Source: an optimization exercise on an open RTL-to-GDS flow (aim: small area, a short achievable clock period and few clock cycles per item). Production flows keep margins and buffers that such runs may drop.
The RTL was checked by simulation tests, not by an equivalence proof against the original design.
Power is estimated from default activity; no workload was simulated.

==> flow/config.mk <==
export PLATFORM = sky130hd
export DESIGN_NAME = expu_accumulator
export DESIGN_NICKNAME = expu_accumulator
export VERILOG_FILES = /design/flow/design.v
export SDC_FILE = /design/flow/constraint.sdc
export NUM_CORES = 4
export LEC_CHECK = 0
export CAP_MARGIN = 20
export CORE_MARGIN = 2
export CORE_UTILIZATION = 40
export SLEW_MARGIN = 20
export SYNTH_HIERARCHICAL = 1
==> flow/constraint.sdc <==
create_clock -name core_clock -period 22.0 [get_ports {clk_i}]
set_input_delay 4.4000 -clock core_clock [delete_from_list [all_inputs] [get_ports {clk_i}]]
set_output_delay 4.4000 -clock core_clock [all_outputs]
set_load 0.01 [all_outputs]
==> flow/design.v <==
module expu_lane (
    input  logic [15:0] x,
    input  logic        en,
    output logic [31:0] val,
    output logic        sat
);
    logic [7:0]  e;
    logic        on;
    logic [14:0] f;
    logic [4:0]  oh;
    logic [63:0] w;
    assign e   = x[14:7];
    assign on  = en & ~x[15];
    assign sat = on & (e >= 8'd143);
    assign f   = {7'd0, 1'b1, x[6:0]} << e[2:0];
    assign oh[0] = on & (e == 8'd111);
    assign oh[1] = on & (e[7:3] == 5'd14);
    assign oh[2] = on & (e[7:3] == 5'd15);
    assign oh[3] = on & (e[7:3] == 5'd16);
    assign oh[4] = on & (e[7:3] == 5'd17) & (e[2:0] != 3'd7);
    always_comb begin
        w = '0;
        for (int k = 0; k < 5; k++) w = w | ({49'd0, f & {15{oh[k]}}} << (8*k));
    end
    assign val = w[45:14];
endmodule
module expu_fa (
    input  logic a,
    input  logic b,
    input  logic c,
    output logic s,
    output logic co
);
    assign s  = a ^ b ^ c;
    assign co = (a & b) | (a & c) | (b & c);
endmodule
module expu_ha (
    input  logic a,
    input  logic b,
    output logic s,
    output logic co
);
    assign s  = a ^ b;
    assign co = a & b;
endmodule
module expu_accumulator #(
    parameter int EXP_BITS  = 8,
    parameter int MANT_BITS = 7,
    parameter int N_ROWS    = 8,
    parameter int ACC_WIDTH = 32,
    parameter int ACC_FRAC  = 16,
    localparam int WIDTH    = EXP_BITS + MANT_BITS + 1
) (
    input  logic                      clk_i,
    input  logic                      rst_ni,
    input  logic                      clear_i,
    input  logic                      enable_i,
    input  logic                      valid_i,
    output logic                      ready_o,
    input  logic [N_ROWS-1:0]         strb_i,
    input  logic [N_ROWS*WIDTH-1:0]   op_i,
    input  logic                      last_i,
    output logic [ACC_WIDTH-1:0]      sum_o,
    output logic                      overflow_o,
    output logic                      valid_o,
    input  logic                      ready_i
);
    logic                 valid_q, part_q, ovf_q;
    logic [ACC_WIDTH-1:0] acc_q;
    logic                 handover, accept, keep;
    logic [N_ROWS-1:0]    lane_sat;
    logic [ACC_WIDTH-1:0] lane_val [N_ROWS];
    logic [ACC_WIDTH-1:0] acc_base, row_a, row_b, total;
    logic                 tree_high, carry;
    assign handover = valid_q & ready_i & enable_i & ~clear_i;
    assign ready_o  = enable_i & ~clear_i & (~valid_q | ready_i);
    assign accept   = valid_i & ready_o;
    assign keep     = part_q | (valid_q & ~handover);
    assign acc_base = acc_q & {ACC_WIDTH{keep}};
    for (genvar i = 0; i < N_ROWS; i++) begin : g_lane
        expu_lane u_lane (
            .x   (op_i[i*WIDTH +: WIDTH]),
            .en  (accept & strb_i[i]),
            .val (lane_val[i]),
            .sat (lane_sat[i])
        );
    end
    logic ts0, tc0, ts1, tc1, ts2, tc2, ts3, tc3, ts4, tc4, ts5, tc5, ts6, tc6, ts7, tc7, ts8, tc8, ts9, tc9, ts10, tc10, ts11, tc11, ts12, tc12, ts13, tc13, ts14, tc14, ts15, tc15, ts16, tc16, ts17, tc17, ts18, tc18, ts19, tc19, ts20, tc20, ts21, tc21, ts22, tc22, ts23, tc23, ts24, tc24, ts25, tc25, ts26, tc26, ts27, tc27, ts28, tc28, ts29, tc29, ts30, tc30, ts31, tc31, ts32, tc32, ts33, tc33, ts34, tc34, ts35, tc35, ts36, tc36, ts37, tc37, ts38, tc38, ts39, tc39, ts40, tc40, ts41, tc41, ts42, tc42, ts43, tc43, ts44, tc44, ts45, tc45, ts46, tc46, ts47, tc47, ts48, tc48, ts49, tc49, ts50, tc50, ts51, tc51, ts52, tc52, ts53, tc53, ts54, tc54, ts55, tc55, ts56, tc56, ts57, tc57, ts58, tc58, ts59, tc59, ts60, tc60, ts61, tc61, ts62, tc62, ts63, tc63, ts64, tc64, ts65, tc65, ts66, tc66, ts67, tc67, ts68, tc68, ts69, tc69, ts70, tc70, ts71, tc71, ts72, tc72, ts73, tc73, ts74, tc74, ts75, tc75, ts76, tc76, ts77, tc77, ts78, tc78, ts79, tc79, ts80, tc80, ts81, tc81, ts82, tc82, ts83, tc83, ts84, tc84, ts85, tc85, ts86, tc86, ts87, tc87, ts88, tc88, ts89, tc89, ts90, tc90, ts91, tc91, ts92, tc92, ts93, tc93, ts94, tc94, ts95, tc95, ts96, tc96, ts97, tc97, ts98, tc98, ts99, tc99, ts100, tc100, ts101, tc101, ts102, tc102, ts103, tc103, ts104, tc104, ts105, tc105, ts106, tc106, ts107, tc107, ts108, tc108, ts109, tc109, ts110, tc110, ts111, tc111, ts112, tc112, ts113, tc113, ts114, tc114, ts115, tc115, ts116, tc116, ts117, tc117, ts118, tc118, ts119, tc119, ts120, tc120, ts121, tc121, ts122, tc122, ts123, tc123, ts124, tc124, ts125, tc125, ts126, tc126, ts127, tc127, ts128, tc128, ts129, tc129, ts130, tc130, ts131, tc131, ts132, tc132, ts133, tc133, ts134, tc134, ts135, tc135, ts136, tc136, ts137, tc137, ts138, tc138, ts139, tc139, ts140, tc140, ts141, tc141, ts142, tc142, ts143, tc143, ts144, tc144, ts145, tc145, ts146, tc146, ts147, tc147, ts148, tc148, ts149, tc149, ts150, tc150, ts151, tc151, ts152, tc152, ts153, tc153, ts154, tc154, ts155, tc155, ts156, tc156, ts157, tc157, ts158, tc158, ts159, tc159, ts160, tc160, ts161, tc161, ts162, tc162, ts163, tc163, ts164, tc164, ts165, tc165, ts166, tc166, ts167, tc167, ts168, tc168, ts169, tc169, ts170, tc170, ts171, tc171, ts172, tc172, ts173, tc173, ts174, tc174, ts175, tc175, ts176, tc176, ts177, tc177, ts178, tc178, ts179, tc179, ts180, tc180, ts181, tc181, ts182, tc182, ts183, tc183, ts184, tc184, ts185, tc185, ts186, tc186, ts187, tc187, ts188, tc188, ts189, tc189, ts190, tc190, ts191, tc191, ts192, tc192, ts193, tc193, ts194, tc194, ts195, tc195, ts196, tc196, ts197, tc197, ts198, tc198, ts199, tc199, ts200, tc200, ts201, tc201, ts202, tc202, ts203, tc203, ts204, tc204, ts205, tc205, ts206, tc206, ts207, tc207, ts208, tc208, ts209, tc209, ts210, tc210, ts211, tc211, ts212, tc212, ts213, tc213, ts214, tc214, ts215, tc215, ts216, tc216, ts217, tc217, ts218, tc218, ts219, tc219, ts220, tc220, ts221, tc221;
    expu_fa u_fa0 (.a(lane_val[0][0]), .b(lane_val[1][0]), .c(lane_val[2][0]), .s(ts0), .co(tc0));
    expu_ha u_ha1 (.a(lane_val[3][0]), .b(lane_val[4][0]), .s(ts1), .co(tc1));
    expu_fa u_fa2 (.a(lane_val[0][1]), .b(lane_val[1][1]), .c(lane_val[2][1]), .s(ts2), .co(tc2));
    expu_fa u_fa3 (.a(lane_val[3][1]), .b(lane_val[4][1]), .c(lane_val[5][1]), .s(ts3), .co(tc3));
    expu_ha u_ha4 (.a(lane_val[6][1]), .b(lane_val[7][1]), .s(ts4), .co(tc4));
    expu_fa u_fa5 (.a(lane_val[0][2]), .b(lane_val[1][2]), .c(lane_val[2][2]), .s(ts5), .co(tc5));
    expu_fa u_fa6 (.a(lane_val[3][2]), .b(lane_val[4][2]), .c(lane_val[5][2]), .s(ts6), .co(tc6));
    expu_fa u_fa7 (.a(lane_val[6][2]), .b(lane_val[7][2]), .c(acc_base[2]), .s(ts7), .co(tc7));
    expu_fa u_fa8 (.a(lane_val[0][3]), .b(lane_val[1][3]), .c(lane_val[2][3]), .s(ts8), .co(tc8));
    expu_fa u_fa9 (.a(lane_val[3][3]), .b(lane_val[4][3]), .c(lane_val[5][3]), .s(ts9), .co(tc9));
    expu_fa u_fa10 (.a(lane_val[6][3]), .b(lane_val[7][3]), .c(acc_base[3]), .s(ts10), .co(tc10));
    expu_fa u_fa11 (.a(lane_val[0][4]), .b(lane_val[1][4]), .c(lane_val[2][4]), .s(ts11), .co(tc11));
    expu_fa u_fa12 (.a(lane_val[3][4]), .b(lane_val[4][4]), .c(lane_val[5][4]), .s(ts12), .co(tc12));
    expu_fa u_fa13 (.a(lane_val[6][4]), .b(lane_val[7][4]), .c(acc_base[4]), .s(ts13), .co(tc13));
    expu_fa u_fa14 (.a(lane_val[0][5]), .b(lane_val[1][5]), .c(lane_val[2][5]), .s(ts14), .co(tc14));
    expu_fa u_fa15 (.a(lane_val[3][5]), .b(lane_val[4][5]), .c(lane_val[5][5]), .s(ts15), .co(tc15));
    expu_fa u_fa16 (.a(lane_val[6][5]), .b(lane_val[7][5]), .c(acc_base[5]), .s(ts16), .co(tc16));
    expu_fa u_fa17 (.a(lane_val[0][6]), .b(lane_val[1][6]), .c(lane_val[2][6]), .s(ts17), .co(tc17));
    expu_fa u_fa18 (.a(lane_val[3][6]), .b(lane_val[4][6]), .c(lane_val[5][6]), .s(ts18), .co(tc18));
    expu_fa u_fa19 (.a(lane_val[6][6]), .b(lane_val[7][6]), .c(acc_base[6]), .s(ts19), .co(tc19));
    expu_fa u_fa20 (.a(lane_val[0][7]), .b(lane_val[1][7]), .c(lane_val[2][7]), .s(ts20), .co(tc20));
    expu_fa u_fa21 (.a(lane_val[3][7]), .b(lane_val[4][7]), .c(lane_val[5][7]), .s(ts21), .co(tc21));
    expu_fa u_fa22 (.a(lane_val[6][7]), .b(lane_val[7][7]), .c(acc_base[7]), .s(ts22), .co(tc22));
    expu_fa u_fa23 (.a(lane_val[0][8]), .b(lane_val[1][8]), .c(lane_val[2][8]), .s(ts23), .co(tc23));
    expu_fa u_fa24 (.a(lane_val[3][8]), .b(lane_val[4][8]), .c(lane_val[5][8]), .s(ts24), .co(tc24));
    expu_fa u_fa25 (.a(lane_val[6][8]), .b(lane_val[7][8]), .c(acc_base[8]), .s(ts25), .co(tc25));
    expu_fa u_fa26 (.a(lane_val[0][9]), .b(lane_val[1][9]), .c(lane_val[2][9]), .s(ts26), .co(tc26));
    expu_fa u_fa27 (.a(lane_val[3][9]), .b(lane_val[4][9]), .c(lane_val[5][9]), .s(ts27), .co(tc27));
    expu_fa u_fa28 (.a(lane_val[6][9]), .b(lane_val[7][9]), .c(acc_base[9]), .s(ts28), .co(tc28));
    expu_fa u_fa29 (.a(lane_val[0][10]), .b(lane_val[1][10]), .c(lane_val[2][10]), .s(ts29), .co(tc29));
    expu_fa u_fa30 (.a(lane_val[3][10]), .b(lane_val[4][10]), .c(lane_val[5][10]), .s(ts30), .co(tc30));
    expu_fa u_fa31 (.a(lane_val[6][10]), .b(lane_val[7][10]), .c(acc_base[10]), .s(ts31), .co(tc31));
    expu_fa u_fa32 (.a(lane_val[0][11]), .b(lane_val[1][11]), .c(lane_val[2][11]), .s(ts32), .co(tc32));
    expu_fa u_fa33 (.a(lane_val[3][11]), .b(lane_val[4][11]), .c(lane_val[5][11]), .s(ts33), .co(tc33));
    expu_fa u_fa34 (.a(lane_val[6][11]), .b(lane_val[7][11]), .c(acc_base[11]), .s(ts34), .co(tc34));
    expu_fa u_fa35 (.a(lane_val[0][12]), .b(lane_val[1][12]), .c(lane_val[2][12]), .s(ts35), .co(tc35));
    expu_fa u_fa36 (.a(lane_val[3][12]), .b(lane_val[4][12]), .c(lane_val[5][12]), .s(ts36), .co(tc36));
    expu_fa u_fa37 (.a(lane_val[6][12]), .b(lane_val[7][12]), .c(acc_base[12]), .s(ts37), .co(tc37));
    expu_fa u_fa38 (.a(lane_val[0][13]), .b(lane_val[1][13]), .c(lane_val[2][13]), .s(ts38), .co(tc38));
    expu_fa u_fa39 (.a(lane_val[3][13]), .b(lane_val[4][13]), .c(lane_val[5][13]), .s(ts39), .co(tc39));
    expu_fa u_fa40 (.a(lane_val[6][13]), .b(lane_val[7][13]), .c(acc_base[13]), .s(ts40), .co(tc40));
    expu_fa u_fa41 (.a(lane_val[0][14]), .b(lane_val[1][14]), .c(lane_val[2][14]), .s(ts41), .co(tc41));
    expu_fa u_fa42 (.a(lane_val[3][14]), .b(lane_val[4][14]), .c(lane_val[5][14]), .s(ts42), .co(tc42));
    expu_fa u_fa43 (.a(lane_val[6][14]), .b(lane_val[7][14]), .c(acc_base[14]), .s(ts43), .co(tc43));
    expu_fa u_fa44 (.a(lane_val[0][15]), .b(lane_val[1][15]), .c(lane_val[2][15]), .s(ts44), .co(tc44));
    expu_fa u_fa45 (.a(lane_val[3][15]), .b(lane_val[4][15]), .c(lane_val[5][15]), .s(ts45), .co(tc45));
    expu_fa u_fa46 (.a(lane_val[6][15]), .b(lane_val[7][15]), .c(acc_base[15]), .s(ts46), .co(tc46));
    expu_fa u_fa47 (.a(lane_val[0][16]), .b(lane_val[1][16]), .c(lane_val[2][16]), .s(ts47), .co(tc47));
    expu_fa u_fa48 (.a(lane_val[3][16]), .b(lane_val[4][16]), .c(lane_val[5][16]), .s(ts48), .co(tc48));
    expu_fa u_fa49 (.a(lane_val[6][16]), .b(lane_val[7][16]), .c(acc_base[16]), .s(ts49), .co(tc49));
    expu_fa u_fa50 (.a(lane_val[0][17]), .b(lane_val[1][17]), .c(lane_val[2][17]), .s(ts50), .co(tc50));
    expu_fa u_fa51 (.a(lane_val[3][17]), .b(lane_val[4][17]), .c(lane_val[5][17]), .s(ts51), .co(tc51));
    expu_fa u_fa52 (.a(lane_val[6][17]), .b(lane_val[7][17]), .c(acc_base[17]), .s(ts52), .co(tc52));
    expu_fa u_fa53 (.a(lane_val[0][18]), .b(lane_val[1][18]), .c(lane_val[2][18]), .s(ts53), .co(tc53));
    expu_fa u_fa54 (.a(lane_val[3][18]), .b(lane_val[4][18]), .c(lane_val[5][18]), .s(ts54), .co(tc54));
    expu_fa u_fa55 (.a(lane_val[6][18]), .b(lane_val[7][18]), .c(acc_base[18]), .s(ts55), .co(tc55));
    expu_fa u_fa56 (.a(lane_val[0][19]), .b(lane_val[1][19]), .c(lane_val[2][19]), .s(ts56), .co(tc56));
    expu_fa u_fa57 (.a(lane_val[3][19]), .b(lane_val[4][19]), .c(lane_val[5][19]), .s(ts57), .co(tc57));
    expu_fa u_fa58 (.a(lane_val[6][19]), .b(lane_val[7][19]), .c(acc_base[19]), .s(ts58), .co(tc58));
    expu_fa u_fa59 (.a(lane_val[0][20]), .b(lane_val[1][20]), .c(lane_val[2][20]), .s(ts59), .co(tc59));
    expu_fa u_fa60 (.a(lane_val[3][20]), .b(lane_val[4][20]), .c(lane_val[5][20]), .s(ts60), .co(tc60));
    expu_fa u_fa61 (.a(lane_val[6][20]), .b(lane_val[7][20]), .c(acc_base[20]), .s(ts61), .co(tc61));
    expu_fa u_fa62 (.a(lane_val[0][21]), .b(lane_val[1][21]), .c(lane_val[2][21]), .s(ts62), .co(tc62));
    expu_fa u_fa63 (.a(lane_val[3][21]), .b(lane_val[4][21]), .c(lane_val[5][21]), .s(ts63), .co(tc63));
    expu_fa u_fa64 (.a(lane_val[6][21]), .b(lane_val[7][21]), .c(acc_base[21]), .s(ts64), .co(tc64));
    expu_fa u_fa65 (.a(lane_val[0][22]), .b(lane_val[1][22]), .c(lane_val[2][22]), .s(ts65), .co(tc65));
    expu_fa u_fa66 (.a(lane_val[3][22]), .b(lane_val[4][22]), .c(lane_val[5][22]), .s(ts66), .co(tc66));
    expu_fa u_fa67 (.a(lane_val[6][22]), .b(lane_val[7][22]), .c(acc_base[22]), .s(ts67), .co(tc67));
    expu_fa u_fa68 (.a(lane_val[0][23]), .b(lane_val[1][23]), .c(lane_val[2][23]), .s(ts68), .co(tc68));
    expu_fa u_fa69 (.a(lane_val[3][23]), .b(lane_val[4][23]), .c(lane_val[5][23]), .s(ts69), .co(tc69));
    expu_fa u_fa70 (.a(lane_val[6][23]), .b(lane_val[7][23]), .c(acc_base[23]), .s(ts70), .co(tc70));
    expu_fa u_fa71 (.a(lane_val[0][24]), .b(lane_val[1][24]), .c(lane_val[2][24]), .s(ts71), .co(tc71));
    expu_fa u_fa72 (.a(lane_val[3][24]), .b(lane_val[4][24]), .c(lane_val[5][24]), .s(ts72), .co(tc72));
    expu_fa u_fa73 (.a(lane_val[6][24]), .b(lane_val[7][24]), .c(acc_base[24]), .s(ts73), .co(tc73));
    expu_fa u_fa74 (.a(lane_val[0][25]), .b(lane_val[1][25]), .c(lane_val[2][25]), .s(ts74), .co(tc74));
    expu_fa u_fa75 (.a(lane_val[3][25]), .b(lane_val[4][25]), .c(lane_val[5][25]), .s(ts75), .co(tc75));
    expu_fa u_fa76 (.a(lane_val[6][25]), .b(lane_val[7][25]), .c(acc_base[25]), .s(ts76), .co(tc76));
    expu_fa u_fa77 (.a(lane_val[0][26]), .b(lane_val[1][26]), .c(lane_val[2][26]), .s(ts77), .co(tc77));
    expu_fa u_fa78 (.a(lane_val[3][26]), .b(lane_val[4][26]), .c(lane_val[5][26]), .s(ts78), .co(tc78));
    expu_fa u_fa79 (.a(lane_val[6][26]), .b(lane_val[7][26]), .c(acc_base[26]), .s(ts79), .co(tc79));
    expu_fa u_fa80 (.a(lane_val[0][27]), .b(lane_val[1][27]), .c(lane_val[2][27]), .s(ts80), .co(tc80));
    expu_fa u_fa81 (.a(lane_val[3][27]), .b(lane_val[4][27]), .c(lane_val[5][27]), .s(ts81), .co(tc81));
    expu_fa u_fa82 (.a(lane_val[6][27]), .b(lane_val[7][27]), .c(acc_base[27]), .s(ts82), .co(tc82));
    expu_fa u_fa83 (.a(lane_val[0][28]), .b(lane_val[1][28]), .c(lane_val[2][28]), .s(ts83), .co(tc83));
    expu_fa u_fa84 (.a(lane_val[3][28]), .b(lane_val[4][28]), .c(lane_val[5][28]), .s(ts84), .co(tc84));
    expu_fa u_fa85 (.a(lane_val[6][28]), .b(lane_val[7][28]), .c(acc_base[28]), .s(ts85), .co(tc85));
    expu_fa u_fa86 (.a(lane_val[0][29]), .b(lane_val[1][29]), .c(lane_val[2][29]), .s(ts86), .co(tc86));
    expu_fa u_fa87 (.a(lane_val[3][29]), .b(lane_val[4][29]), .c(lane_val[5][29]), .s(ts87), .co(tc87));
    expu_fa u_fa88 (.a(lane_val[6][29]), .b(lane_val[7][29]), .c(acc_base[29]), .s(ts88), .co(tc88));
    expu_fa u_fa89 (.a(lane_val[0][30]), .b(lane_val[1][30]), .c(lane_val[2][30]), .s(ts89), .co(tc89));
    expu_fa u_fa90 (.a(lane_val[3][30]), .b(lane_val[4][30]), .c(lane_val[5][30]), .s(ts90), .co(tc90));
    expu_fa u_fa91 (.a(lane_val[6][30]), .b(lane_val[7][30]), .c(acc_base[30]), .s(ts91), .co(tc91));
    expu_fa u_fa92 (.a(lane_val[0][31]), .b(lane_val[1][31]), .c(lane_val[2][31]), .s(ts92), .co(tc92));
    expu_fa u_fa93 (.a(lane_val[3][31]), .b(lane_val[4][31]), .c(lane_val[5][31]), .s(ts93), .co(tc93));
    expu_fa u_fa94 (.a(lane_val[6][31]), .b(lane_val[7][31]), .c(acc_base[31]), .s(ts94), .co(tc94));
    expu_fa u_fa95 (.a(ts0), .b(ts1), .c(lane_val[5][0]), .s(ts95), .co(tc95));
    expu_fa u_fa96 (.a(tc0), .b(tc1), .c(ts2), .s(ts96), .co(tc96));
    expu_ha u_ha97 (.a(ts3), .b(ts4), .s(ts97), .co(tc97));
    expu_fa u_fa98 (.a(tc2), .b(tc3), .c(tc4), .s(ts98), .co(tc98));
    expu_fa u_fa99 (.a(ts5), .b(ts6), .c(ts7), .s(ts99), .co(tc99));
    expu_fa u_fa100 (.a(tc5), .b(tc6), .c(tc7), .s(ts100), .co(tc100));
    expu_fa u_fa101 (.a(ts8), .b(ts9), .c(ts10), .s(ts101), .co(tc101));
    expu_fa u_fa102 (.a(tc8), .b(tc9), .c(tc10), .s(ts102), .co(tc102));
    expu_fa u_fa103 (.a(ts11), .b(ts12), .c(ts13), .s(ts103), .co(tc103));
    expu_fa u_fa104 (.a(tc11), .b(tc12), .c(tc13), .s(ts104), .co(tc104));
    expu_fa u_fa105 (.a(ts14), .b(ts15), .c(ts16), .s(ts105), .co(tc105));
    expu_fa u_fa106 (.a(tc14), .b(tc15), .c(tc16), .s(ts106), .co(tc106));
    expu_fa u_fa107 (.a(ts17), .b(ts18), .c(ts19), .s(ts107), .co(tc107));
    expu_fa u_fa108 (.a(tc17), .b(tc18), .c(tc19), .s(ts108), .co(tc108));
    expu_fa u_fa109 (.a(ts20), .b(ts21), .c(ts22), .s(ts109), .co(tc109));
    expu_fa u_fa110 (.a(tc20), .b(tc21), .c(tc22), .s(ts110), .co(tc110));
    expu_fa u_fa111 (.a(ts23), .b(ts24), .c(ts25), .s(ts111), .co(tc111));
    expu_fa u_fa112 (.a(tc23), .b(tc24), .c(tc25), .s(ts112), .co(tc112));
    expu_fa u_fa113 (.a(ts26), .b(ts27), .c(ts28), .s(ts113), .co(tc113));
    expu_fa u_fa114 (.a(tc26), .b(tc27), .c(tc28), .s(ts114), .co(tc114));
    expu_fa u_fa115 (.a(ts29), .b(ts30), .c(ts31), .s(ts115), .co(tc115));
    expu_fa u_fa116 (.a(tc29), .b(tc30), .c(tc31), .s(ts116), .co(tc116));
    expu_fa u_fa117 (.a(ts32), .b(ts33), .c(ts34), .s(ts117), .co(tc117));
    expu_fa u_fa118 (.a(tc32), .b(tc33), .c(tc34), .s(ts118), .co(tc118));
    expu_fa u_fa119 (.a(ts35), .b(ts36), .c(ts37), .s(ts119), .co(tc119));
    expu_fa u_fa120 (.a(tc35), .b(tc36), .c(tc37), .s(ts120), .co(tc120));
    expu_fa u_fa121 (.a(ts38), .b(ts39), .c(ts40), .s(ts121), .co(tc121));
    expu_fa u_fa122 (.a(tc38), .b(tc39), .c(tc40), .s(ts122), .co(tc122));
    expu_fa u_fa123 (.a(ts41), .b(ts42), .c(ts43), .s(ts123), .co(tc123));
    expu_fa u_fa124 (.a(tc41), .b(tc42), .c(tc43), .s(ts124), .co(tc124));
    expu_fa u_fa125 (.a(ts44), .b(ts45), .c(ts46), .s(ts125), .co(tc125));
    expu_fa u_fa126 (.a(tc44), .b(tc45), .c(tc46), .s(ts126), .co(tc126));
    expu_fa u_fa127 (.a(ts47), .b(ts48), .c(ts49), .s(ts127), .co(tc127));
    expu_fa u_fa128 (.a(tc47), .b(tc48), .c(tc49), .s(ts128), .co(tc128));
    expu_fa u_fa129 (.a(ts50), .b(ts51), .c(ts52), .s(ts129), .co(tc129));
    expu_fa u_fa130 (.a(tc50), .b(tc51), .c(tc52), .s(ts130), .co(tc130));
    expu_fa u_fa131 (.a(ts53), .b(ts54), .c(ts55), .s(ts131), .co(tc131));
    expu_fa u_fa132 (.a(tc53), .b(tc54), .c(tc55), .s(ts132), .co(tc132));
    expu_fa u_fa133 (.a(ts56), .b(ts57), .c(ts58), .s(ts133), .co(tc133));
    expu_fa u_fa134 (.a(tc56), .b(tc57), .c(tc58), .s(ts134), .co(tc134));
    expu_fa u_fa135 (.a(ts59), .b(ts60), .c(ts61), .s(ts135), .co(tc135));
    expu_fa u_fa136 (.a(tc59), .b(tc60), .c(tc61), .s(ts136), .co(tc136));
    expu_fa u_fa137 (.a(ts62), .b(ts63), .c(ts64), .s(ts137), .co(tc137));
    expu_fa u_fa138 (.a(tc62), .b(tc63), .c(tc64), .s(ts138), .co(tc138));
    expu_fa u_fa139 (.a(ts65), .b(ts66), .c(ts67), .s(ts139), .co(tc139));
    expu_fa u_fa140 (.a(tc65), .b(tc66), .c(tc67), .s(ts140), .co(tc140));
    expu_fa u_fa141 (.a(ts68), .b(ts69), .c(ts70), .s(ts141), .co(tc141));
    expu_fa u_fa142 (.a(tc68), .b(tc69), .c(tc70), .s(ts142), .co(tc142));
    expu_fa u_fa143 (.a(ts71), .b(ts72), .c(ts73), .s(ts143), .co(tc143));
    expu_fa u_fa144 (.a(tc71), .b(tc72), .c(tc73), .s(ts144), .co(tc144));
    expu_fa u_fa145 (.a(ts74), .b(ts75), .c(ts76), .s(ts145), .co(tc145));
    expu_fa u_fa146 (.a(tc74), .b(tc75), .c(tc76), .s(ts146), .co(tc146));
    expu_fa u_fa147 (.a(ts77), .b(ts78), .c(ts79), .s(ts147), .co(tc147));
    expu_fa u_fa148 (.a(tc77), .b(tc78), .c(tc79), .s(ts148), .co(tc148));
    expu_fa u_fa149 (.a(ts80), .b(ts81), .c(ts82), .s(ts149), .co(tc149));
    expu_fa u_fa150 (.a(tc80), .b(tc81), .c(tc82), .s(ts150), .co(tc150));
    expu_fa u_fa151 (.a(ts83), .b(ts84), .c(ts85), .s(ts151), .co(tc151));
    expu_fa u_fa152 (.a(tc83), .b(tc84), .c(tc85), .s(ts152), .co(tc152));
    expu_fa u_fa153 (.a(ts86), .b(ts87), .c(ts88), .s(ts153), .co(tc153));
    expu_fa u_fa154 (.a(tc86), .b(tc87), .c(tc88), .s(ts154), .co(tc154));
    expu_fa u_fa155 (.a(ts89), .b(ts90), .c(ts91), .s(ts155), .co(tc155));
    expu_fa u_fa156 (.a(tc89), .b(tc90), .c(tc91), .s(ts156), .co(tc156));
    expu_fa u_fa157 (.a(ts92), .b(ts93), .c(ts94), .s(ts157), .co(tc157));
    expu_ha u_ha158 (.a(ts95), .b(lane_val[6][0]), .s(ts158), .co(tc158));
    expu_fa u_fa159 (.a(tc95), .b(ts96), .c(ts97), .s(ts159), .co(tc159));
    expu_fa u_fa160 (.a(tc96), .b(tc97), .c(ts98), .s(ts160), .co(tc160));
    expu_fa u_fa161 (.a(tc98), .b(tc99), .c(ts100), .s(ts161), .co(tc161));
    expu_fa u_fa162 (.a(tc100), .b(tc101), .c(ts102), .s(ts162), .co(tc162));
    expu_fa u_fa163 (.a(tc102), .b(tc103), .c(ts104), .s(ts163), .co(tc163));
    expu_fa u_fa164 (.a(tc104), .b(tc105), .c(ts106), .s(ts164), .co(tc164));
    expu_fa u_fa165 (.a(tc106), .b(tc107), .c(ts108), .s(ts165), .co(tc165));
    expu_fa u_fa166 (.a(tc108), .b(tc109), .c(ts110), .s(ts166), .co(tc166));
    expu_fa u_fa167 (.a(tc110), .b(tc111), .c(ts112), .s(ts167), .co(tc167));
    expu_fa u_fa168 (.a(tc112), .b(tc113), .c(ts114), .s(ts168), .co(tc168));
    expu_fa u_fa169 (.a(tc114), .b(tc115), .c(ts116), .s(ts169), .co(tc169));
    expu_fa u_fa170 (.a(tc116), .b(tc117), .c(ts118), .s(ts170), .co(tc170));
    expu_fa u_fa171 (.a(tc118), .b(tc119), .c(ts120), .s(ts171), .co(tc171));
    expu_fa u_fa172 (.a(tc120), .b(tc121), .c(ts122), .s(ts172), .co(tc172));
    expu_fa u_fa173 (.a(tc122), .b(tc123), .c(ts124), .s(ts173), .co(tc173));
    expu_fa u_fa174 (.a(tc124), .b(tc125), .c(ts126), .s(ts174), .co(tc174));
    expu_fa u_fa175 (.a(tc126), .b(tc127), .c(ts128), .s(ts175), .co(tc175));
    expu_fa u_fa176 (.a(tc128), .b(tc129), .c(ts130), .s(ts176), .co(tc176));
    expu_fa u_fa177 (.a(tc130), .b(tc131), .c(ts132), .s(ts177), .co(tc177));
    expu_fa u_fa178 (.a(tc132), .b(tc133), .c(ts134), .s(ts178), .co(tc178));
    expu_fa u_fa179 (.a(tc134), .b(tc135), .c(ts136), .s(ts179), .co(tc179));
    expu_fa u_fa180 (.a(tc136), .b(tc137), .c(ts138), .s(ts180), .co(tc180));
    expu_fa u_fa181 (.a(tc138), .b(tc139), .c(ts140), .s(ts181), .co(tc181));
    expu_fa u_fa182 (.a(tc140), .b(tc141), .c(ts142), .s(ts182), .co(tc182));
    expu_fa u_fa183 (.a(tc142), .b(tc143), .c(ts144), .s(ts183), .co(tc183));
    expu_fa u_fa184 (.a(tc144), .b(tc145), .c(ts146), .s(ts184), .co(tc184));
    expu_fa u_fa185 (.a(tc146), .b(tc147), .c(ts148), .s(ts185), .co(tc185));
    expu_fa u_fa186 (.a(tc148), .b(tc149), .c(ts150), .s(ts186), .co(tc186));
    expu_fa u_fa187 (.a(tc150), .b(tc151), .c(ts152), .s(ts187), .co(tc187));
    expu_fa u_fa188 (.a(tc152), .b(tc153), .c(ts154), .s(ts188), .co(tc188));
    expu_fa u_fa189 (.a(tc154), .b(tc155), .c(ts156), .s(ts189), .co(tc189));
    expu_ha u_ha190 (.a(ts158), .b(lane_val[7][0]), .s(ts190), .co(tc190));
    expu_fa u_fa191 (.a(tc158), .b(ts159), .c(acc_base[1]), .s(ts191), .co(tc191));
    expu_fa u_fa192 (.a(tc159), .b(ts160), .c(ts99), .s(ts192), .co(tc192));
    expu_fa u_fa193 (.a(tc160), .b(ts161), .c(ts101), .s(ts193), .co(tc193));
    expu_fa u_fa194 (.a(tc161), .b(ts162), .c(ts103), .s(ts194), .co(tc194));
    expu_fa u_fa195 (.a(tc162), .b(ts163), .c(ts105), .s(ts195), .co(tc195));
    expu_fa u_fa196 (.a(tc163), .b(ts164), .c(ts107), .s(ts196), .co(tc196));
    expu_fa u_fa197 (.a(tc164), .b(ts165), .c(ts109), .s(ts197), .co(tc197));
    expu_fa u_fa198 (.a(tc165), .b(ts166), .c(ts111), .s(ts198), .co(tc198));
    expu_fa u_fa199 (.a(tc166), .b(ts167), .c(ts113), .s(ts199), .co(tc199));
    expu_fa u_fa200 (.a(tc167), .b(ts168), .c(ts115), .s(ts200), .co(tc200));
    expu_fa u_fa201 (.a(tc168), .b(ts169), .c(ts117), .s(ts201), .co(tc201));
    expu_fa u_fa202 (.a(tc169), .b(ts170), .c(ts119), .s(ts202), .co(tc202));
    expu_fa u_fa203 (.a(tc170), .b(ts171), .c(ts121), .s(ts203), .co(tc203));
    expu_fa u_fa204 (.a(tc171), .b(ts172), .c(ts123), .s(ts204), .co(tc204));
    expu_fa u_fa205 (.a(tc172), .b(ts173), .c(ts125), .s(ts205), .co(tc205));
    expu_fa u_fa206 (.a(tc173), .b(ts174), .c(ts127), .s(ts206), .co(tc206));
    expu_fa u_fa207 (.a(tc174), .b(ts175), .c(ts129), .s(ts207), .co(tc207));
    expu_fa u_fa208 (.a(tc175), .b(ts176), .c(ts131), .s(ts208), .co(tc208));
    expu_fa u_fa209 (.a(tc176), .b(ts177), .c(ts133), .s(ts209), .co(tc209));
    expu_fa u_fa210 (.a(tc177), .b(ts178), .c(ts135), .s(ts210), .co(tc210));
    expu_fa u_fa211 (.a(tc178), .b(ts179), .c(ts137), .s(ts211), .co(tc211));
    expu_fa u_fa212 (.a(tc179), .b(ts180), .c(ts139), .s(ts212), .co(tc212));
    expu_fa u_fa213 (.a(tc180), .b(ts181), .c(ts141), .s(ts213), .co(tc213));
    expu_fa u_fa214 (.a(tc181), .b(ts182), .c(ts143), .s(ts214), .co(tc214));
    expu_fa u_fa215 (.a(tc182), .b(ts183), .c(ts145), .s(ts215), .co(tc215));
    expu_fa u_fa216 (.a(tc183), .b(ts184), .c(ts147), .s(ts216), .co(tc216));
    expu_fa u_fa217 (.a(tc184), .b(ts185), .c(ts149), .s(ts217), .co(tc217));
    expu_fa u_fa218 (.a(tc185), .b(ts186), .c(ts151), .s(ts218), .co(tc218));
    expu_fa u_fa219 (.a(tc186), .b(ts187), .c(ts153), .s(ts219), .co(tc219));
    expu_fa u_fa220 (.a(tc187), .b(ts188), .c(ts155), .s(ts220), .co(tc220));
    expu_fa u_fa221 (.a(tc188), .b(ts189), .c(ts157), .s(ts221), .co(tc221));
    assign row_a = {tc220, tc219, tc218, tc217, tc216, tc215, tc214, tc213, tc212, tc211, tc210, tc209, tc208, tc207, tc206, tc205, tc204, tc203, tc202, tc201, tc200, tc199, tc198, tc197, tc196, tc195, tc194, tc193, tc192, tc191, tc190, ts190};
    assign row_b = {ts221, ts220, ts219, ts218, ts217, ts216, ts215, ts214, ts213, ts212, ts211, ts210, ts209, ts208, ts207, ts206, ts205, ts204, ts203, ts202, ts201, ts200, ts199, ts198, ts197, ts196, ts195, ts194, ts193, ts192, ts191, acc_base[0]};
    assign tree_high = tc92 | tc93 | tc94 | tc156 | tc157 | tc189 | tc221;
    assign {carry, total} = {1'b0, row_a} + {1'b0, row_b};
    always_ff @(posedge clk_i or negedge rst_ni) begin
        if (!rst_ni) begin
            valid_q <= 1'b0;
            part_q  <= 1'b0;
            ovf_q   <= 1'b0;
        end else if (clear_i) begin
            valid_q <= 1'b0;
            part_q  <= 1'b0;
        end else begin
            if (accept) begin
                valid_q <= last_i;
                part_q  <= ~last_i;
            end else if (handover) begin
                valid_q <= 1'b0;
            end
            ovf_q <= (keep & ovf_q) | (|lane_sat) | tree_high | carry;
        end
    end
    always_ff @(posedge clk_i) begin
        acc_q <= total;
    end
    assign sum_o      = acc_q | {ACC_WIDTH{ovf_q}};
    assign overflow_o = ovf_q;
    assign valid_o    = valid_q;
endmodule
==> flow/flow/run.sh <==
#!/bin/bash
# The standard layout (standard.sh: the ORFS flow, standard synthesis included), with one
# change: the input and output port buffers are the smallest plain buffer, buf_1, instead of the
# cell buffer_ports picks by itself (a 10 um2 delay buffer).
set -euo pipefail
export BUFFER_PORTS_ARGS="-buffer_cell sky130_fd_sc_hd__buf_1"
bash standard.sh > standard_make.log 2>&1
==> flow/standard.sh <==
#!/bin/bash
# synth_recipe.tcl (not shown) runs the flow's synth.tcl, then flattens the netlist and writes it again
# the make line also repeats each setting of config.mk as NAME=value (left out here)
make -C /OpenROAD-flow-scripts/flow DESIGN_CONFIG=/design/flow/config.mk WORK_HOME=/design/flow/orfs CLKGATE_MAP_FILE= SYNTH_SCRIPT=/design/flow/synth_recipe.tcl "${@:-finish}"
==> results of run 1 <==
## modules after synthesis (local to each module, per instance)
| module | cells | flops+latches |
|---|---|---|
| expu_accumulator | 380 | 35 |
| expu_fa | 1 | 0 |
| expu_lane | 119 | 0 |
| expu_ha | 1 | 0 |
## worst max-delay path: stages
cell and delay, ns:
buf_1 0.16, inv_1 0.13, and3_1 0.72, and3_1 0.27
nand4b_1 0.12, or3b_1 0.50, or2_0 0.40, o22ai_1 0.34
fa_1 0.53, fa_1 0.49, fa_1 0.55, fa_1 0.43
ha_1 0.34, o21ai_0 0.13, a21boi_0 0.41, nand2_1 0.17
o211ai_1 0.62, o32a_1 0.35, a41oi_1 0.17, xnor2_1 0.16
## state kept, by name (all words and copies together), names as in the netlist
name / cells
acc_q: 32
ovf_q: 1
part_q: 1
valid_q: 1
## layer usage
| layer | up-vias | GRT usage (%) | part of all wire [%] |
|---|---|---|---|
| met5 | - | 0 | 0 |
| met4 | 0 | 10.15 | 3.9 |
| met1 | 6441 | 42.07 | 43 |
| met2 | 717 | 43.38 | 44 |
| met3 | 77 | 6.173 | 9.5 |
| li1 | 5848 | - | - |
## worst paths after layout
| path | end | startpoint | depth (start not counted) | slack, ns |
|---|---|---|---|---|
| worst max-delay path | acc_q[25]$_DFF_P_ | clear_i | 20 | 10.78 |
| worst min-delay path | part_q$_DFFE_PN0P_ | part_q$_DFFE_PN0P_ | 2 | 0.60 |
| worst max register to register | acc_q[25]$_DFF_P_ | valid_q$_DFFE_PN0P_ | 19 | 14.68 |
| worst min register to register | part_q$_DFFE_PN0P_ | part_q$_DFFE_PN0P_ | 2 | 0.60 |
| max in group asynchronous | part_q$_DFFE_PN0P_ | rst_ni | 1 | 17.96 |
| min in group asynchronous | ovf_q$_DFFE_PN0N_ | rst_ni | 1 | 3.89 |
## cell families after synthesis
| group | count (synthesis) |
|---|---|
| AOI/OAI and AO/OA | 460 |
| xor gates and xnor gates | 26 |
| adders and majority gates | 255 |
| buffers and inverters | 148 |
| DFF | 35 |
| muxes | 98 |
| and+or+nand+nor | 532 |
## through the flow
stage	instance area, um2	hold WS (ns)	total power, uW	cells	setup slack (ns)
floorplan	13460	0.5366	159.6	1554	11.86
global placement	14130	0.5836	211.1	2081	10.68
detailed placement	14130	0.5857	211.2	2081	10.57
CTS	14270	0.5955	284.0	2089	10.87
global route	14270	0.6511	302.7	2089	10.40
finish	14270	0.6003	285.3	2089	10.78
## final cells by class
cell class	count	area share [%]
clock inverters	1	0.03508
multi-input cells	1371	84.09
repair buffers	178	4.709
flip-flops and latches	35	5.016
clock buffers	7	0.9295
inverters	49	1.289
well taps	448	3.928
## power breakdown
group          switching, uW  leakage, uW  internal, uW
Sequential              3.02     0.000298          64.3
Clock                   29.7    0.0000679          41.9
Combinational           95.8      0.00585          50.6
Total                    129      0.00621           157
## synthesized netlist by cell type (all sizes together) (32+ instances only)
cell type	n
nor2	150
nor3	40
fa	218
or2	41
mux2	41
o22ai	120
dfxtp	32
ha	37
buf	56
mux2i	41
o21ai	70
clkbuf	43
a21oi	93
a211oi	39
nand2	106
inv	49
nor2b	60
==> results by group, run 1 <==
Run status
  • Outcome: finished clean

Logic synthesis
  • Post-Synth Simple-Gate Area: 19.99%
  • Post-synth top area share: 32.43%
  • Post-synthesis xor/xnor area fraction: 1.692%
  • Cell Area, Synth: 13,460 um2
  • Post-synth cell types: 66
  • Adder-Cell Fraction of Synth Area: 35.87%
  • Avg Inst Size Synth: 8.659 um2
  • Main flop type after synthesis: dfxtp_1
  • Mapped Nets: 1,952
  • Synth top area cells: fa_1 (32%), o22ai_1 (5.6%), dfxtp_1 (4.8%)
  • Yosys top cell by area: fa_1
  • Syn Inst Count: 1,554
  • Mux share of post-synthesis cell area: 9.159%
  • Sequential element share of the synthesized area: 5.318%
  • Post-synth EDFFs: 0
  • Synth Area in Compound Gates: 22.43%
  • Main combinational cell family by area after synthesis: adder cells
  • Synthesis Warnings: 9
  • Synth Register Bits: 35
  • Post-synth ARST share: 8.571%

CTS
  • Quantity of hold-fixing buffers added after cts: 0
  • Clock latency (worst-skew pair): 0.30 ns
  • Gates resized, CTS repair: 0
  • # H-tree levels: 2
  • Post-CTS Setup Inserts: 0
  • Number of buffers created by CTS: 5
  • CTS tree: yes
  • CTS sink count: 35
  • Clk root buf: clkbuf_16
  • Clock buffer depth: 2
  • Worst-path clk slew: 0.06 ns

Finish
  • Final core occ: 42.77%
  • Layout area overhead: 6.035%
  • Area of the multi-input gates: 12,000 um2
  • Most frequent cells in the layout: fa_1 (218), buf_1 (177), nor2_1 (150)
  • Most common cell after layout, fill and taps aside: fa_1
  • Filler cell count: 3,436
  • Final #Nets: 2,038
  • Layout cells sized above 1: 6.642%
  • ANT cells: 0
  • Register area: 715.7 um2

Die
  • Initial core utilization: 40.33%
  • Die area: 35,120 um2
  • I/O pin count: 178
  • Chip height: 187.4 um
  • Core area: 33,360 um2
  • Row cnt: 67
  • Die width: 187.4 um

STA
  • F_max: 0.08914 GHz
  • Fin crit share: 50.99%
  • Clk_skew: 0.006991 ns
  • Max-slew violations: 0
  • Fin. Hold Viols: 0
  • Final setup fails: 0
  • Final worst path period need: 11.22 ns
  • Final setup TNS: 0 ns
  • Max-slew headroom: 29.40%
  • RSZ-0062 raised after global routing: no
  • Slew @ Worst Pin: 1.059 ns

Route
  • First DRT Iteration DRCs: 1,494
  • Drt wl/cell: 24.57 um
  • Initial DRT Pass Iterations: 7
  • Routed WL: 51.33 mm
  • Via-per-instance ratio: 6.263
  • Post-route DRC: 0
  • Vias: 13,083
  • Number of antenna-violating nets in the routed design: 0

Power and ir drop
  • Pleak: 0.006215 uW
  • Max IR drop VDD: 0.03170 mV
  • PD cells: 20.00 nW/um2

Global routing
  • Vias in the first global route: 12,461
  • GRT Util Overall: 29.21%
  • First-pass GRT wire length: 77.39 mm
  • GRT Residual Overflow: 0
  • Initial antenna violation count: 2
  • Largest net degree at the start of global routing: 36

Placement
  • Final Wtd Congestion: 1.030
  • Post-DP HPWL: 43.82 mm
  • Port bufs: 177

Flow run
  • MaxCap Viol Count: 0

Worst setup path
  • Critical path type: in2reg
  • CP Max Fanout: 10
  • Crit path launch type: input pin
  • Critical path endpoint category: flop
  • CP required: 22.19 ns
  • Worst EP arrival: 11.41 ns

Min path
  • Hold Path Class: reg2reg
Testbench counts, summed over its fixed seeds: cycles 4,808, items 4,800.
==> run 2, diff against run 1 <==
==> flow/run.sh (new file) <==
#!/bin/bash
# synth_recipe.tcl (not shown) runs the flow's synth.tcl, then flattens the netlist and writes it again
# the make line also repeats each setting of config.mk as NAME=value (left out here)
make -C /OpenROAD-flow-scripts/flow DESIGN_CONFIG=/design/flow/config.mk WORK_HOME=/design/flow/orfs CLKGATE_MAP_FILE= SYNTH_SCRIPT=/design/flow/synth_recipe.tcl finish
removed: flow/flow/run.sh
removed: flow/standard.sh
==> results by group, run 2 <==
CTS
  • Post-CTS Setup Inserts: 0 (unchanged)
  • Worst-path clk slew: 0.06 ns (about the same)
  • CTS sink count: 35 (unchanged)
  • Quantity of hold-fixing buffers added after cts: 0 (unchanged)
  • Number of buffers created by CTS: 5 (unchanged)
  • Clk root buf: clkbuf_16
  • CTS tree: yes
  • Gates resized, CTS repair: 0 (unchanged)
  • Clock buffer depth: 2 (unchanged)
  • # H-tree levels: 2 (unchanged)
  • Clock latency (worst-skew pair): 0.30 ns (about the same)

Logic synthesis
  • Count leader, synth: fa_1
  • Cell Area, Synth: 13,460 um2 (unchanged)
  • Synth Register Bits: 35 (unchanged)
  • Main flop type after synthesis: dfxtp_1
  • Commonest cells in the netlist: fa_1 (218), nor2_1 (150), o22ai_1 (120)
  • Post-synth ARST share: 8.571% (unchanged)
  • Synth top area cells: fa_1 (32%), o22ai_1 (5.6%), dfxtp_1 (4.8%)
  • Yosys top cell by area: fa_1
  • Avg Inst Size Synth: 8.659 um2 (unchanged)
  • Post-synth cell types: 66 (unchanged)
  • Mapped Nets: 1,952 (unchanged)
  • Synthesis Warnings: 9 (unchanged)
  • Sequential element share of the synthesized area: 5.318% (unchanged)
  • Post-synth EDFFs: 0 (unchanged)
  • Syn Inst Count: 1,554 (unchanged)
  • Post-synth top area share: 32.43% (unchanged)

STA
  • Clk_skew: 0.008905 ns (+0.001914 ns)
  • Max-slew violations: 0 (unchanged)
  • Max-slew headroom: 28.64% (-0.76 points)
  • Fin. Hold Viols: 0 (unchanged)
  • Fin crit share: 53.17% (+2.2 points)
  • Hold slack: 0.5885 ns (-0.01184 ns)
  • F_max: 0.08549 GHz (-4.1%)
  • RSZ-0062 raised after global routing: no
  • Final setup TNS: 0 ns (unchanged)
  • Slew @ Worst Pin: 1.070 ns (+0.01135 ns)
  • Final worst path period need: 11.70 ns (+0.4782 ns)
  • Final setup fails: 0 (unchanged)

Flow run
  • MaxCap Viol Count: 0 (unchanged)

Finish
  • Most flop-heavy register: acc_q
  • Final core occ: 46.15% (+3.4 points)
  • Layout cells sized above 1: 6.764% (+0.12 points)
  • Fin cells: 2,089 (unchanged)
  • Final #Nets: 2,038 (unchanged)
  • Most common cell after layout, fill and taps aside: fa_1
  • Most frequent cells in the layout: fa_1 (218), clkdlybuf4s50_1 (177), nor2_1 (150)
  • Max reg flops: 32 (unchanged)
  • ANT cells: 0 (unchanged)
  • Filler cell count: 3,329 (-3.1%)
  • Layout area overhead: 14.43%

Worst setup path
  • Reg2Reg Depth: 19 (unchanged)
  • CP Max Fanout: 10 (unchanged)
  • Critical path endpoint category: flop
  • Critical path type: in2reg
  • Worst EP arrival: 11.88 ns (+0.47 ns)
  • R2R Setup Slk: 14.60 ns (-0.08 ns)
  • Crit path launch type: input pin
  • CP required: 22.19 ns (about the same)

Global routing
  • GRT Util Overall: 29.82% (+0.62 points)
  • First-pass GRT wire length: 79.23 mm (+2.4%)
  • Vias in the first global route: 12,710 (+2.0%)
  • Initial antenna violation count: 0 (-2)
  • GRT Residual Overflow: 0 (unchanged)
  • Largest net degree at the start of global routing: 36 (unchanged)

Placement
  • Placed insts: 2,081 (unchanged)
  • Port bufs: 177 (unchanged)
  • Post-DP HPWL: 44.32 mm (+1.1%)
  • Final Wtd Congestion: 1.020 (-1.0%)

Route
  • Drt wl/cell: 24.84 um (+1.1%)
  • Number of antenna-violating nets in the routed design: 0 (unchanged)
  • Post-route DRC: 0 (unchanged)
  • Routed WL: 51.89 mm (+1.1%)
  • Via-per-instance ratio: 6.239 (-0.38%)
  • Vias: 13,033 (-0.38%)
  • Initial DRT Pass Iterations: 6 (-1)
  • First DRT Iteration DRCs: 1,530 (+2.4%)

Die
  • Die area: 35,120 um2 (unchanged)
  • I/O pin count: 178 (unchanged)
  • Core area: 33,360 um2 (unchanged)
  • Chip height: 187.4 um (unchanged)
  • Initial core utilization: 40.33% (unchanged)
  • Die width: 187.4 um (unchanged)
  • Row cnt: 67 (unchanged)

Min path
  • Hold Path Cell Cnt: 2 (unchanged)
  • Hold Path Class: reg2reg

Run status
  • Outcome: finished clean

Power and ir drop
  • Max IR drop VDD: 0.02422 mV (-24%)
  • PD cells: 20.98 nW/um2 (+4.9%)
  • Pleak: 0.006700 uW (+7.8%)
-- run 2: cell counts after synthesis --
No cell type changed its count.
-- run 2: per-module statistics from Yosys (local to each module, per instance) --
module	area, um2	flip-flops and latches	copies in the design	cells inside
expu_accumulator	3074	35	1	380
expu_fa	20.02	0	217	1
expu_ha	12.51	0	5	1
expu_lane	747.0	0	8	119
-- run 2: area by class of cell --
type / count / area [um2] / area share [%]
multi-input combinational: 1371 / 12000 / 77.92
timing repair buffer: 178 / 1779 / 11.55
tap: 448 / 560.5 / 3.640
clock inverter: 1 / 7.507 / 0.04875
clock buffer: 7 / 152.6 / 0.9913
sequential: 35 / 715.7 / 4.648
inverter: 49 / 183.9 / 1.194
-- run 2: worst paths after layout --
path,startpoint,to
setup / recovery,clear_i,acc_q[23]$_DFF_P_
hold / removal,part_q$_DFFE_PN0P_,part_q$_DFFE_PN0P_
setup reg to reg,valid_q$_DFFE_PN0P_,acc_q[23]$_DFF_P_
hold reg to reg,part_q$_DFFE_PN0P_,part_q$_DFFE_PN0P_
max in group asynchronous,rst_ni,part_q$_DFFE_PN0P_
min in group asynchronous,rst_ni,ovf_q$_DFFE_PN0N_
-- run 2: cell families (layout without fill, tap and decap cells) --
logic type / count (synthesis) / in the layout / share of synthesized area [%]
buffers and inverters: 148 / 235 / 5.542
AOI/OAI and AO/OA: 460 / 460 / 22.43
and+or+nand+nor: 532 / 532 / 19.99
adders and majority gates: 255 / 255 / 35.87
xor gates and xnor gates: 26 / 26 / 1.692
DFF: 35 / 35 / 5.318
muxes: 98 / 98 / 9.159
-- run 2: metal layers --
layer  track usage, %  wire length, um  part of all wire [%]
met5                0                0                     0
met1            43.08            22580                    44
met2            45.24            22840                    44
met3            6.323             4873                   9.4
met4            8.025             1594                   3.1
-- run 2: critical path, cell delays in order --
cell and delay, ns:
clkdlybuf4s50_1 0.54, inv_1 0.15, and3_1 0.75, and3_1 0.28, nand4b_1 0.12, or3b_1 0.48
or2_0 0.40, o22ai_1 0.36, fa_1 0.52, fa_1 0.49, fa_1 0.56, fa_1 0.43
ha_1 0.34, o21ai_0 0.13, a21boi_0 0.40, nand2_1 0.17, o211ai_1 0.65, o31ai_1 0.31
nor2b_1 0.22, xnor2_1 0.15
-- run 2: power by group --
| part | switching, uW | internal (uW) | total (uW) |
|---|---|---|---|
| Combinational | 97.0 | 79.0 | 176 |
| Sequential | 3.07 | 64.3 | 67.4 |
| Clock | 31.4 | 48.2 | 79.7 |
-- run 2: metrics by stage --
step                      setup WS, ns  power [uW]  cell area (um2)
final                            10.30       323.0            15400
after detailed placement         10.10       240.5            15240
after global routing             9.973       339.0            15400
after floorplan                  11.86       159.6            13460
after global placement           10.18       240.9            15240
after CTS                        10.39       320.8            15400

port drivers added, routing unchanged:
How much do the figures lean on ideal ports? The routed layouts below were timed once more, with nothing changed but the port constraints. Step 1 assumes that a clkbuf_16 drives the clock port and a buf_2 every other input. Step 2 times the ports against the registers' clock, not the clock port: input delays grow and output delays shrink by t, the midpoint of the rising clock arrivals with the driver on. a / b / c = no drivers / after step 1 / after step 2; a / b = the first two.
run	t, ns	slack for setup (ns)	hold slack, ns	latest minus earliest clock arrival (ns)
run 1	0.346	10.781 / 10.786 / 10.440	0.600 / 0.600 / 0.600	0.007 / 0.007
run 2	0.347	10.303 / 10.316 / 9.969	0.588 / 0.588 / 0.588	0.009 / 0.009
After both steps setup and hold are still met in every run listed. The setup slack of run 1, which loses most, moves by +0.005 ns with the drivers and by -0.341 ns with both steps.
